Source: an optimization exercise on an open RTL-to-GDS flow (aim: small area). Production flows keep margins and buffers that such runs may drop. In this exercise RTL edits were held to simulation tests only and were not proved equivalent to the original. Power is estimated from default activity; no workload was simulated.

**flow/config.mk**
```make
export PLATFORM = sky130hd
export DESIGN_NAME = decode_stage
export DESIGN_NICKNAME = decode_stage
export VERILOG_FILES = /design/flow/design.v
export SDC_FILE = /design/flow/constraint.sdc
export NUM_CORES = 4
export LEC_CHECK = 0
export CAP_MARGIN = 20
export CORE_MARGIN = 2
export CORE_UTILIZATION = 40
export SLEW_MARGIN = 20
```
**flow/constraint.sdc**
```tcl
create_clock -name core_clock -period 5.0 [get_ports {clk}]
set_input_delay 1.0000 -clock core_clock [delete_from_list [all_inputs] [get_ports {clk}]]
set_output_delay 1.0000 -clock core_clock [all_outputs]
set_load 0.01 [all_outputs]
```
**flow/design.v**
```verilog
module decode_stage #(
   parameter int NREG = 32,
   parameter int XLEN = 32
) (
   input  logic            clk,
   input  logic            rst_n,
   input  logic            if_valid,
   input  logic [31:0]     if_instr,
   output logic            if_ready,
   input  logic            wb_en,
   input  logic [4:0]      wb_addr,
   input  logic [XLEN-1:0] wb_data,
   output logic            ex_valid,
   input  logic            ex_ready,
   output logic [5:0]      ex_opcode,
   output logic [5:0]      ex_func,
   output logic [XLEN-1:0] ex_opr1,
   output logic [XLEN-1:0] ex_opr2,
   output logic [4:0]      ex_rd,
   output logic            ex_illegal
);
   logic [5:0]  opcode;
   logic [4:0]  rs, rt, rd_f;
   logic [5:0]  func_f;
   logic [15:0] imm;
   assign opcode = if_instr[31:26];
   assign rs     = if_instr[25:21];
   assign rt     = if_instr[20:16];
   assign rd_f   = if_instr[15:11];
   assign imm    = if_instr[15:0];
   assign func_f = if_instr[5:0];
   logic [XLEN-1:0] regs_q [NREG];
   logic [XLEN-1:0] regs_d [NREG];
   logic [NREG-1:0] pend_q, pend_d;
   logic            ex_valid_q, ex_valid_d;
   logic [5:0]      ex_opcode_q, ex_opcode_d;
   logic [5:0]      ex_func_q, ex_func_d;
   logic [XLEN-1:0] ex_opr1_q, ex_opr1_d;
   logic [XLEN-1:0] ex_opr2_q, ex_opr2_d;
   logic [4:0]      ex_rd_q, ex_rd_d;
   logic            ex_illegal_q, ex_illegal_d;
   logic            is_r, legal;
   logic [4:0]      dest;
   logic            busy_rs, busy_rt, busy_dest, hazard;
   logic [XLEN-1:0] rd1, rd2, opr1, opr2, func_out;
   logic            out_free, dispatch;
   always_comb begin
      is_r  = (opcode == 6'd0);
      legal = (opcode <= 6'd4);
      dest  = is_r ? rd_f : (legal ? rt : 5'd0);
      busy_rs   = pend_q[rs]   && !(wb_en && (wb_addr == rs));
      busy_rt   = pend_q[rt]   && !(wb_en && (wb_addr == rt));
      busy_dest = pend_q[dest] && !(wb_en && (wb_addr == dest));
      hazard    = (legal && busy_rs) || (is_r && busy_rt) ||
                  ((dest != 5'd0) && busy_dest);
      rd1 = (rs == 5'd0) ? '0 : ((wb_en && (wb_addr == rs)) ? wb_data : regs_q[rs]);
      rd2 = (rt == 5'd0) ? '0 : ((wb_en && (wb_addr == rt)) ? wb_data : regs_q[rt]);
      opr1 = legal ? rd1 : '0;
      if (is_r)
         opr2 = rd2;
      else if (!legal)
         opr2 = '0;
      else if (opcode == 6'd4)
         opr2 = {{(XLEN-16){1'b0}}, imm};
      else
         opr2 = {{(XLEN-16){imm[15]}}, imm};
      func_out = is_r ? {{(XLEN-6){1'b0}}, func_f} : '0;
      out_free = !ex_valid_q || ex_ready;
      if_ready = out_free && !hazard;
      dispatch = if_valid && if_ready;
   end
   always_comb begin
      ex_valid_d   = ex_valid_q;
      ex_opcode_d  = ex_opcode_q;
      ex_func_d    = ex_func_q;
      ex_opr1_d    = ex_opr1_q;
      ex_opr2_d    = ex_opr2_q;
      ex_rd_d      = ex_rd_q;
      ex_illegal_d = ex_illegal_q;
      if (dispatch) begin
         ex_valid_d   = 1'b1;
         ex_opcode_d  = opcode;
         ex_func_d    = func_out[5:0];
         ex_opr1_d    = opr1;
         ex_opr2_d    = opr2;
         ex_rd_d      = dest;
         ex_illegal_d = !legal;
      end else if (out_free) begin
         ex_valid_d = 1'b0;
      end
   end
   always_comb begin
      pend_d = pend_q;
      if (wb_en)
         pend_d[wb_addr] = 1'b0;
      if (dispatch && (dest != 5'd0))
         pend_d[dest] = 1'b1;
      pend_d[0] = 1'b0;
   end
   assign regs_d[0] = '0;
   for (genvar gi = 1; gi < NREG; gi++) begin : g_rf
      assign regs_d[gi] = (wb_en && (wb_addr == 5'(gi))) ? wb_data : regs_q[gi];
   end
   for (genvar gi = 0; gi < NREG; gi++) begin : g_rf_q
      always_ff @(posedge clk or negedge rst_n) begin
         if (!rst_n)
            regs_q[gi] <= '0;
         else
            regs_q[gi] <= regs_d[gi];
      end
   end
   always_ff @(posedge clk or negedge rst_n) begin
      if (!rst_n) begin
         ex_valid_q   <= 1'b0;
         ex_opcode_q  <= '0;
         ex_func_q    <= '0;
         ex_opr1_q    <= '0;
         ex_opr2_q    <= '0;
         ex_rd_q      <= '0;
         ex_illegal_q <= 1'b0;
         pend_q       <= '0;
      end else begin
         ex_valid_q   <= ex_valid_d;
         ex_opcode_q  <= ex_opcode_d;
         ex_func_q    <= ex_func_d;
         ex_opr1_q    <= ex_opr1_d;
         ex_opr2_q    <= ex_opr2_d;
         ex_rd_q      <= ex_rd_d;
         ex_illegal_q <= ex_illegal_d;
         pend_q       <= pend_d;
      end
   end
   assign ex_valid   = ex_valid_q;
   assign ex_opcode  = ex_opcode_q;
   assign ex_func    = ex_func_q;
   assign ex_opr1    = ex_opr1_q;
   assign ex_opr2    = ex_opr2_q;
   assign ex_rd      = ex_rd_q;
   assign ex_illegal = ex_illegal_q;
endmodule
```
**flow/run.sh**
```bash
#!/bin/bash
# synth_recipe.tcl (not shown) runs the flow's synth.tcl, then flattens the netlist and writes it again
# the make line also repeats each setting of config.mk as NAME=value (left out here)
make -C /OpenROAD-flow-scripts/flow DESIGN_CONFIG=/design/flow/config.mk WORK_HOME=/design/flow/orfs CLKGATE_MAP_FILE= SYNTH_SCRIPT=/design/flow/synth_recipe.tcl finish
```
==> impl_metrics.csv, run 1 <==
group,metric,value,unit
yosys,ys_async_sr_fraction,100,%
layout,filler_cell_count,12400,
timing,timing.final.crit_period,4.66,ns
floorplanning,chip_width,375,um
critical_path,crit_path_top_delay_cell,"clkdlybuf4s50_1",
floorplanning,die_outline_area,141000,um^2
hold_path,hold_path_class,"in -> async",
yosys,yosys.cell_types.count,65,
detailed_routing,sum_of_routed_wire_length_over_all_layers,274000,um
critical_path,crit-reg2reg-capture,"pend_q[12]",
clock_tree,clk_transition_reported_paths,0.06,ns
critical_path,cp.required,4.00,ns
yosys,synth_enable_flop_cells,0,
layout,multiInputGateArea,26300,um^2
pwr,power.share.switching,28.7,%
critical_path,worst_setup_path_startpoint,"if_instr[29]",
clock_tree,cts_root_buffer,"clkbuf_16",
grt,antenna_violations_before_repair,8,
critical_path,reg2reg_slack,1.60,ns
timing,finalHoldWorstSlack,0.213,ns
timing,fin_worst_skew,0.0590,ns
detailed_routing,dr_total_vias,49300,
detailed_routing,detailedRoute.firstPassIterationCount,9,
pwr,peakVddDrop,0.290,mV
yosys,mappedNetlistArea,55100,um^2
detailed_routing,antenna_left,0,
floorplanning,design.portCount,158,
clock_tree,clock_sink_count,1106,
timing,maxClockFrequency,215,MHz
critical_path,cp_cell_sequence,"clkdlybuf4s50_1 -> buf_4 -> nor3_4 -> buf_6 -> nand2_1 -> nor2_2 -> inv_1 -> ha_1 -> nor2b_1 -> ha_1 -> inv_1 -> o41ai_4 -> a221oi_4 -> nand2b_4 -> inv_1 -> dlymetal6s2s_1",
place,port_buffers,157,
grt,grt_pass1_vias,47300,
timing,rsz_0062_raised_after_global_routing,"no",
critical_path,ff2ff_path_depth,9,
critical_path,critPathCaptureType,"output port",
layout,utilization,48.2,%
yosys,synth_top_flop_cell,"dfrtp_1",
timing,max_slew_margin,11.9,%
detailed_routing,drc_marker_count_from_the_first_detailed_route_iteration,8973,
critical_path,critical_path_arrival,3.66,ns
grt,wire_length_of_the_first_global_routing_pass,377000,um
yosys,synth.ff_latch_count,1106,
timing,setup-violations-final,0,
yosys,synth-warning-count,3,
pwr,share_seq_of_total_power,48.6,%
critical_path,critPathMaxFanout,5,
critical_path,cpMostUsedCell,"inv_1",
critical_path,critPathCapture,"if_ready",
clock_tree,clk_path_buf_depth,3,
pwr,power.combinational.fraction,13.3,%
clock_tree,cts.hold.buffers_added,0,
timing,final-hold-violation-count,0,
floorplanning,fp-row-count,136,
floorplanning,fp.coreArea,137000,um^2
yosys,synth_fp_nets,4793,
layout,final_layout_size_suffix_gt1_share,36.5,%
pwr,total_switching_power,0.00717,W
timing,timing_worst_slew_pin_value,1.32,ns
critical_path,criticalPathCategory,"in -> out",
pwr,p_per_area,377,nW/um^2
detailed_routing,route.detailed.drc,0,
floorplanning,initial_core_utilization,40.2,%
pwr,clock_power_share,38.1,%
pwr,p_int,0.0178,W
detailed_routing,routedWlPerCell,39.9,um
grt,final_global_route_overflow_total,0,
grt,grt_max_degree,139,
yosys,postSynthCellCount,4712,
critical_path,cpPeakStageDelay,0.43,ns
grt,grt_usage,37.8,%
place,detailed_place_hpwl,166000,um
yosys,seq_area_frac_synth,50.2,%
timing,final_max_slew_viol_count,0,
detailed_routing,via_per_inst,7.20,
clock_tree,tritoncts,"yes",
timing,final.period_utilization,93.1,%
status,status,"no timing/DRC/antenna violations",
yosys,post_synth.cell_area_avg,11.7,um^2
floorplanning,chipHeight,375,um
clock_tree,ctsHtreeMaxLevel,3,
clock_tree,cts-buffers-inserted,121,
critical_path,r2r_start,"pend_q[4]",
clock_tree,clock_insertion_delay_worst_skew,0.78,ns
layout,syn_to_final_growth,20.0,%
layout,finish.net_count,5036,
pwr,power.leakage,28.7,nW
critical_path,critical_path.startpoint_type,"input pin",
layout,seq_area,27700,um^2
job,max_cap_violations,0,
place,final_gp_congestion,0.956,
power by group through the flow:
stage	sequential [W]	combinational, W	clock (W)
floorplan	0.0116	0.00208	0
global placement	0.0121	0.00316	0
detailed placement	0.0121	0.00325	0
CTS	0.0120	0.00326	0.00954
global route	0.0122	0.00352	0.00987
finish	0.0121	0.00332	0.00950
registers in the layout (all words and copies together) (netlist names):
register	count
ex_valid_q	1
regs_q	992
ex_illegal_q	1
ex_rd_q	5
pend_q	31
ex_opr1_q	32
ex_opr2_q	32
ex_func_q	6
ex_opcode_q	6
logic make-up (layout without fill, tap and decap cells):
family	Yosys count	after routing	share of synthesized area [%]
AND/OR/NAND/NOR	759	759	6.73
AO/OA/AOI/OAI	1241	1241	16.3
flip-flops	1106	1106	50.2
multiplexers	1103	1103	22.8
XOR/XNOR	22	22	0.350
other	0	6	0
buffers and inverters	474	818	3.43
adder cells (fa/ha/maj)	7	7	0.159
cells in the final DEF, fill, tap and decap left out, drive strengths merged, types with 11 or more instances in the layout:
| cell | n |
|---|---|
| a21oi | 97 |
| a221o | 11 |
| a221oi | 35 |
| a222oi | 55 |
| a22o | 30 |
| a22oi | 783 |
| buf | 427 |
| bufinv | 11 |
| clkbuf | 172 |
| clkdlybuf4s50 | 140 |
| clkinv | 34 |
| dfrtp | 1106 |
| inv | 24 |
| mux2 | 1069 |
| mux2i | 17 |
| mux4 | 17 |
| nand2 | 283 |
| nand3 | 85 |
| nand3b | 13 |
| nand4 | 83 |
| nor2 | 105 |
| nor3 | 43 |
| nor4 | 47 |
| o21ai | 160 |
| o31ai | 32 |
| or3 | 39 |
| xnor2 | 11 |
| xor2 | 11 |
Yosys cell counts (39+ instances only):
cell      count  area share [%]
a21oi_1      97            0.88
a22oi_1     783              11
dfrtp_1    1106              50
clkbuf_1    336             2.3
mux2_2     1069              22
nand3_1      85            0.77
o21ai_0     152             1.4
or3_1        39            0.44
a222oi_1     55             1.0
buf_1        78            0.53
nor4_1       47            0.53
nor3_1       43            0.39
nand4_1      83            0.94
nand2_1     283             1.9
nor2_1      103            0.70
repair_timing:
action                     4_1_cts  5_1_grt
pin swaps                        2        2
resized for setup               12       11
gates cloned                     0        0
setup endpoints to repair        1        1
buffers inserted                 2        0
hold endpoints to repair         0        0
stage by stage:
step | total power, W | area, um^2 | cells | worst slack, ns | setup TNS [ns]
detailed placement | 0.0154 | 61800 | 6622 | -0.139 | -0.139
global route | 0.0256 | 66100 | 6850 | 0.234 | 0
finish | 0.0249 | 66100 | 6856 | 0.343 | 0
global placement | 0.0153 | 61700 | 6620 | -0.146 | -0.146
CTS | 0.0248 | 66000 | 6848 | 0.00829 | 0
floorplan | 0.0137 | 55100 | 4712 | 0.567 | 0
worst min path at each step:
stage	end	slack, ns	cells past startpoint
global placement	ex_opcode_q[5]	0.49	1
finish	regs_q[5][5]	0.21	1
global route	regs_q[5][5]	0.25	1
floorplan	regs_q[1][0]	0.49	1
detailed placement	ex_opr2_q[10]	0.49	1
CTS	regs_q[5][5]	0.23	1
critical path: cells and delay by family:
family	cells	cell delay, ns
AO/OA/AOI/OAI	2	0.37
buffers and inverters	7	1.10
adder cells (fa/ha/maj)	2	0.42
AND/OR/NAND/NOR	5	0.76
metal layers:
layer / global-route usage, % / share of wire, % / vias up
li1: - / - / 18600
met1: 48.8 / 37 / 25000
met2: 53.1 / 41 / 4453
met3: 14.9 / 15 / 1333
met4: 23.0 / 7.5 / 8
met5: 0.617 / 0.085 / -
area by class of cell:
type	instances	share of cell area [%]
Multi-Input combinational cell	3132	39.8
Antenna cell	6	0.0227
Sequential cell	1106	41.9
Clock inverter	52	0.956
Timing Repair Buffer	572	8.48
Clock buffer	172	5.37
Tap cell	1794	3.40
Inverter	22	0.125
==> run 2: changes to the inputs <==
==> flow/design.v (replaced) <==
module decode_stage #(
   parameter int NREG = 32,
   parameter int XLEN = 32
) (
   input  logic            clk,
   input  logic            rst_n,
   input  logic            if_valid,
   input  logic [31:0]     if_instr,
   output logic            if_ready,
   input  logic            wb_en,
   input  logic [4:0]      wb_addr,
   input  logic [XLEN-1:0] wb_data,
   output logic            ex_valid,
   input  logic            ex_ready,
   output logic [5:0]      ex_opcode,
   output logic [5:0]      ex_func,
   output logic [XLEN-1:0] ex_opr1,
   output logic [XLEN-1:0] ex_opr2,
   output logic [4:0]      ex_rd,
   output logic            ex_illegal
);
   logic [5:0]  opcode;
   logic [4:0]  rs, rt, rd_f;
   logic [5:0]  func_f;
   logic [15:0] imm;
   assign opcode = if_instr[31:26];
   assign rs     = if_instr[25:21];
   assign rt     = if_instr[20:16];
   assign rd_f   = if_instr[15:11];
   assign imm    = if_instr[15:0];
   assign func_f = if_instr[5:0];
   logic [XLEN-1:0] regs_q [1:NREG-1];
   logic [NREG-1:0] vld_q;
   logic [NREG-1:0] pend_q, pend_d;
   logic            ex_valid_q;
   logic [5:0]      ex_opcode_q;
   logic [5:0]      ex_func_q;
   logic [XLEN-1:0] ex_opr1_q;
   logic [XLEN-1:0] ex_opr2_q;
   logic [4:0]      ex_rd_q;
   logic            is_r, legal, is_zx;
   logic [4:0]      dest;
   logic [NREG-1:0] we, busy, rs_oh, rt_oh, dest_oh, sel1, sel2;
   logic            byp1, byp2, hazard;
   logic [XLEN-1:0] opr1, opr2, imm_ext;
   logic            out_free, dispatch;
   assign we[0]      = 1'b0;
   assign dest_oh[0] = 1'b0;
   assign rs_oh[0]   = (rs == 5'd0);
   assign rt_oh[0]   = (rt == 5'd0);
   for (genvar gi = 1; gi < NREG; gi++) begin : g_dec
      assign we[gi]      = wb_en && (wb_addr == gi);
      assign rs_oh[gi]   = (rs == gi);
      assign rt_oh[gi]   = (rt == gi);
      assign dest_oh[gi] = (dest == gi);
   end
   assign busy = pend_q & ~we;
   always_comb begin
      is_r  = (opcode == 6'd0);
      legal = (opcode <= 6'd4);
      is_zx = (opcode == 6'd4);
      dest  = is_r ? rd_f : (legal ? rt : 5'd0);
      hazard = (legal && |(busy & rs_oh)) || (is_r && |(busy & rt_oh)) ||
               |(busy & dest_oh);
      byp1 = legal && |(we & rs_oh);
      byp2 = is_r  && |(we & rt_oh);
      sel1 = (legal ? rs_oh : '0) & vld_q & ~we;
      sel2 = (is_r  ? rt_oh : '0) & vld_q & ~we;
      imm_ext = {{(XLEN-16){imm[15] && !is_zx}}, imm};
      opr1 = byp1 ? wb_data : '0;
      opr2 = byp2 ? wb_data : '0;
      if (legal && !is_r)
         opr2 = imm_ext;
      for (int i = 1; i < NREG; i++) begin
         opr1 = opr1 | (sel1[i] ? regs_q[i] : '0);
         opr2 = opr2 | (sel2[i] ? regs_q[i] : '0);
      end
      out_free = !ex_valid_q || ex_ready;
      if_ready = out_free && !hazard;
      dispatch = if_valid && if_ready;
   end
   assign pend_d = (pend_q & ~we) | (dispatch ? dest_oh : '0);
   for (genvar gi = 1; gi < NREG; gi++) begin : g_rf
      always_ff @(posedge clk) begin
         if (we[gi])
            regs_q[gi] <= wb_data;
      end
   end
   always_ff @(posedge clk or negedge rst_n) begin
      if (!rst_n) begin
         vld_q  <= '0;
         pend_q <= '0;
      end else begin
         vld_q  <= vld_q | we;
         pend_q <= pend_d;
      end
   end
   always_ff @(posedge clk or negedge rst_n) begin
      if (!rst_n)
         ex_valid_q <= 1'b0;
      else if (out_free)
         ex_valid_q <= dispatch;
   end
   always_ff @(posedge clk) begin
      if (out_free) begin
         ex_opcode_q <= opcode;
         ex_func_q   <= is_r ? func_f : 6'd0;
         ex_opr1_q   <= opr1;
         ex_opr2_q   <= opr2;
         ex_rd_q     <= dest;
      end
   end
   assign ex_valid   = ex_valid_q;
   assign ex_opcode  = ex_opcode_q;
   assign ex_func    = ex_func_q;
   assign ex_opr1    = ex_opr1_q;
   assign ex_opr2    = ex_opr2_q;
   assign ex_rd      = ex_rd_q;
   assign ex_illegal = (ex_opcode_q > 6'd4);
endmodule
==> run 2 against run 1 <==
  * Still clean
  * Sequential power is 11% lower
  * Global-route usage is 1.5 points higher
  * Clock power is 2.3% lower
  * Clock-buffer cell count is 38 lower
  * Register-to-register slack better by 0.31 ns
  * Final cell count is 16% lower
  * Critical endpoint unchanged
==> impl_metrics.csv, run 2 <==
group,metric,value,unit
detailed_routing,routedWlPerCell,44.4,um
layout,final_layout_size_suffix_gt1_share,20.5,%
hold_path,hold_path_class,"in -> async",
layout,syn_to_final_growth,23.9,%
critical_path,ff2ff_path_depth,9,
yosys,synth_top_flop_cell,"edfxtp_1",
floorplanning,chipHeight,354,um
clock_tree,post-cts-setup-buffers,0,
timing,timing.final.crit_period,4.89,ns
floorplanning,chip_width,354,um
yosys,yosys-top-cells-area,"edfxtp_1, a22oi_1, dfrtp_1",
status,status,"no timing/DRC/antenna violations",
timing,setup-violations-final,0,
clock_tree,clk_path_buf_depth,3,
layout,largest_reg_flops,992,
yosys,synth_fp_nets,3534,
grt,wire_length_of_the_first_global_routing_pass,340000,um
job,max_cap_violations,0,
layout,largest-register,"regs_q",
detailed_routing,via_per_inst,7.59,
clock_tree,tritoncts,"yes",
timing,setup_tns_final,0,ns
grt,grt_usage,39.4,%
yosys,yosys.area.top_type_share,65.8,%
yosys,mappedNetlistArea,48900,um^2
clock_tree,cts_root_buffer,"clkbuf_16",
yosys,synth.mux.area_fraction,0.130,%
layout,layout.cells.most_common,"edfxtp_1",
critical_path,critPathCaptureType,"output port",
place,final_gp_congestion,0.977,
place,dp.cells,5492,
floorplanning,fp-row-count,128,
yosys,yosys.cell_types.count,81,
grt,grt_max_degree,52,
layout,top_regs,"regs_q (992), ex_opr1_q (32), ex_opr2_q (32)",
grt,grt_pass1_vias,40500,
yosys,postSynthCellCount,3460,
critical_path,crit_path_top_delay_cell,"or4_4",
layout,instances_no_fill,5727,
timing,timing_worst_slew_pin_value,1.32,ns
critical_path,crit-reg2reg-capture,"ex_opr1_q[18]",
yosys,synth_adder_area_share,0,%
timing,max_slew_margin,11.6,%
detailed_routing,dr_total_vias,43500,
grt,final_global_route_overflow_total,0,
place,detailed_place_hpwl,149000,um
clock_tree,ctsHtreeMaxLevel,3,
timing,maxClockFrequency,204,MHz
layout,finish.net_count,4061,
clock_tree,clock_insertion_delay_worst_skew,0.79,ns
critical_path,critPathMaxFanout,6,
critical_path,criticalPathCategory,"in -> out",
critical_path,crit_buf_inv,2,
timing,finalHoldWorstSlack,0.368,ns
yosys,synth_compound_gate_area_share,19.8,%
place,place_worst_setup_slack,-0.665,ns
timing,final_max_slew_viol_count,0,
grt,antenna_violations_before_repair,9,
timing,final-hold-violation-count,0,
yosys,synth_top_family_by_area,"compound AO/OA/AOI/OAI gates",
pwr,power.leakage,20.4,nW
yosys,seq_area_frac_synth,69.0,%
yosys,ys_async_sr_fraction,5.55,%
clock_tree,clock_sink_count,1136,
critical_path,cp_delay_by_family_top,"simple AND/OR/NAND/NOR gates",
yosys,post_synth_most_frequent_cells,"edfxtp_1, a22oi_1, clkbuf_1",
critical_path,critical_path_arrival,3.89,ns
clock_tree,cts-buffers-inserted,118,
yosys,yosysTopAreaCell,"edfxtp_1",
yosys,synthSimpleGateAreaFrac,8.64,%
critical_path,cp_cell_sequence,"clkdlybuf4s50_1 -> nor2b_1 -> nand2_1 -> o22ai_1 -> a211oi_1 -> a21oi_1 -> or4_4 -> a221o_1 -> nor2_2 -> clkdlybuf4s15_2",
yosys,synth-warning-count,2,
floorplanning,initial_core_utilization,40.3,%
yosys,synth_enable_flop_cells,1073,
clock_tree,cts.hold.buffers_added,0,
detailed_routing,route.detailed.drc,0,
detailed_routing,detailedRoute.firstPassIterationCount,11,
detailed_routing,antenna_left,0,
floorplanning,die_outline_area,125000,um^2
timing,fin_worst_skew,0.0537,ns
layout,layout_common_cells,"edfxtp_1, a22oi_1, buf_4, nand2_1, clkdlybuf4s50_1",
detailed_routing,sum_of_routed_wire_length_over_all_layers,255000,um
critical_path,cp.required,4.00,ns
yosys,synth.ff_latch_count,1136,
critical_path,r2r_start,"vld_q[3]",
timing,finalWorstSetupSlack,0.109,ns
critical_path,critical_path.startpoint_type,"input pin",
layout,filler_cell_count,10300,
place,port_buffers,157,
detailed_routing,drc_marker_count_from_the_first_detailed_route_iteration,10700,
pwr,p_per_area,351,nW/um^2
floorplanning,design.portCount,158,
pwr,peakVddDrop,0.302,mV
yosys,post_synth_xor_area_fraction,0,%
timing,rsz_0062_raised_after_global_routing,"no",
yosys,post_synth.cell_area_avg,14.1,um^2
clock_tree,clk_transition_reported_paths,0.06,ns
place,detailed_place.area,56500,um^2
critical_path,reg2reg_slack,1.91,ns
critical_path,cpPeakStageDelay,0.56,ns
yosys,synth.most_common_cell,"edfxtp_1",
timing,final.period_utilization,97.8,%
layout,fin_area,60600,um^2
floorplanning,fp.coreArea,122000,um^2
## run 2: changes by cell type in the layout (fill, tap and decap cells not counted), sizes merged, moves of 60 or more
cell,before,now
edfxtp,0,1073
nor3,43,115
a221oi,35,141
o21ai,160,100
nand2,283,172
a22o,30,135
dfrtp,1106,63
a22oi,783,674
buf,427,509
a21oi,97,23
mux2,1069,1
## run 2: where the power goes
group / total (W) / switching, W / internal (W)
Clock: 0.00928 / 0.00394 / 0.00534
Combinational: 0.00122 / 0.000774 / 0.000449
Sequential: 0.0108 / 0.000123 / 0.0107
## run 2: worst max-delay path by stage
stage | startpoint | end | depth (start not counted)
4_1_cts | wb_addr[3] | if_ready | 11
6_report | if_instr[18] | if_ready | 10
2_1_floorplan | wb_addr[4] | if_ready | 9
3_3_place_gp | wb_addr[4] | if_ready | 12
3_5_place_dp | wb_addr[4] | if_ready | 12
5_1_grt | if_instr[28] | if_ready | 12
## run 2: kinds of logic (layout without fill, tap and decap cells)
| group | count (synthesis) | count (layout) |
|---|---|---|
| compound gates | 1264 | 1264 |
| buf+inv | 286 | 913 |
| flops | 1136 | 1136 |
| mux | 5 | 5 |
| other cells | 0 | 15 |
| simple gates | 769 | 769 |
## run 2: what timing repair did
| item | in CTS | in global routing |
|---|---|---|
| resized for setup | 19 | 8 |
| pin swaps | 1 | 3 |
| hold endpoints to repair | 0 | 0 |
| setup endpoints to repair | 1 | 1 |
## run 2: cell type report
| class | instances | area (um^2) | share of cell area, % |
|---|---|---|---|
| Clock buffer | 134 | 3030 | 5.00 |
| Clock inverter | 86 | 983 | 1.62 |
| Inverter | 32 | 120 | 0.198 |
| Multi-Input combinational cell | 2038 | 14700 | 24.2 |
| Antenna cell | 15 | 37.5 | 0.0619 |
| Timing Repair Buffer | 661 | 5970 | 9.85 |
| Sequential cell | 1136 | 33800 | 55.7 |
| Tap cell | 1625 | 2030 | 3.35 |
## run 2: metal layers
metal | GRT usage (%) | vias up | share of wire [%]
met4 | 23.2 | 14 | 7.8
met1 | 50.6 | 21100 | 35
met5 | 0.377 | - | 0.069
li1 | - | 15800 | -
met2 | 55.5 | 5205 | 40
met3 | 16.3 | 1376 | 17
## run 2: metrics by stage
stage | utilization (%) | total power, W
after global routing | 49.8 | 0.0217
after global placement | 46.4 | 0.0121
final | 49.9 | 0.0213
after detailed placement | 46.5 | 0.0122
after CTS | 49.8 | 0.0212
after floorplan | - | 0.0113
## run 2: worst register-to-register path, stage by stage, from the launching register on
cell and delay, ns:
dfrtp_1 0.34, o21ai_1 0.06, buf_4 0.19, nor3_2 0.91
buf_4 0.53, a22oi_1 0.16, and3_1 0.24, nand4_1 0.09
or3_1 0.20, a21o_1 0.18

## what the ideal ports hide
The results above use ideal ports. As a check the final layouts listed here were re-extracted and re-timed, cells and wires unchanged. Step 1 (the two cells are an assumption about what drives the block):
set clk [get_ports {clk}]
set_driving_cell -lib_cell sky130_fd_sc_hd__clkbuf_16 $clk
set_driving_cell -lib_cell sky130_fd_sc_hd__buf_2 [delete_from_list [all_inputs] $clk]
Step 2 moves the port delays by t, midway between the first and last clock arrival at a register: inputs arrive t later, outputs are due t later. That takes back most of the time a late clock gives input paths. Three values: ideal, step 1, step 2; two values: the first two.
run	shift t [ns]	setup WS [ns]	hold WS [ns]	latest minus earliest clock arrival (ns)	slew at the worst register clock pin (ns)
run 1	0.829	0.343 / 0.318 / -0.250	0.213 / 0.193 / 0.504	0.068 / 0.068	0.07 / 0.07
run 2	0.841	0.109 / 0.087 / -0.239	0.368 / 0.307 / 0.464	0.056 / 0.056	0.07 / 0.07
Met with ideal ports but missed after step 2: setup timing in run 1 and run 2. The setup slack of run 1, which loses most, moves by -0.025 ns with the drivers and by -0.593 ns with both steps.
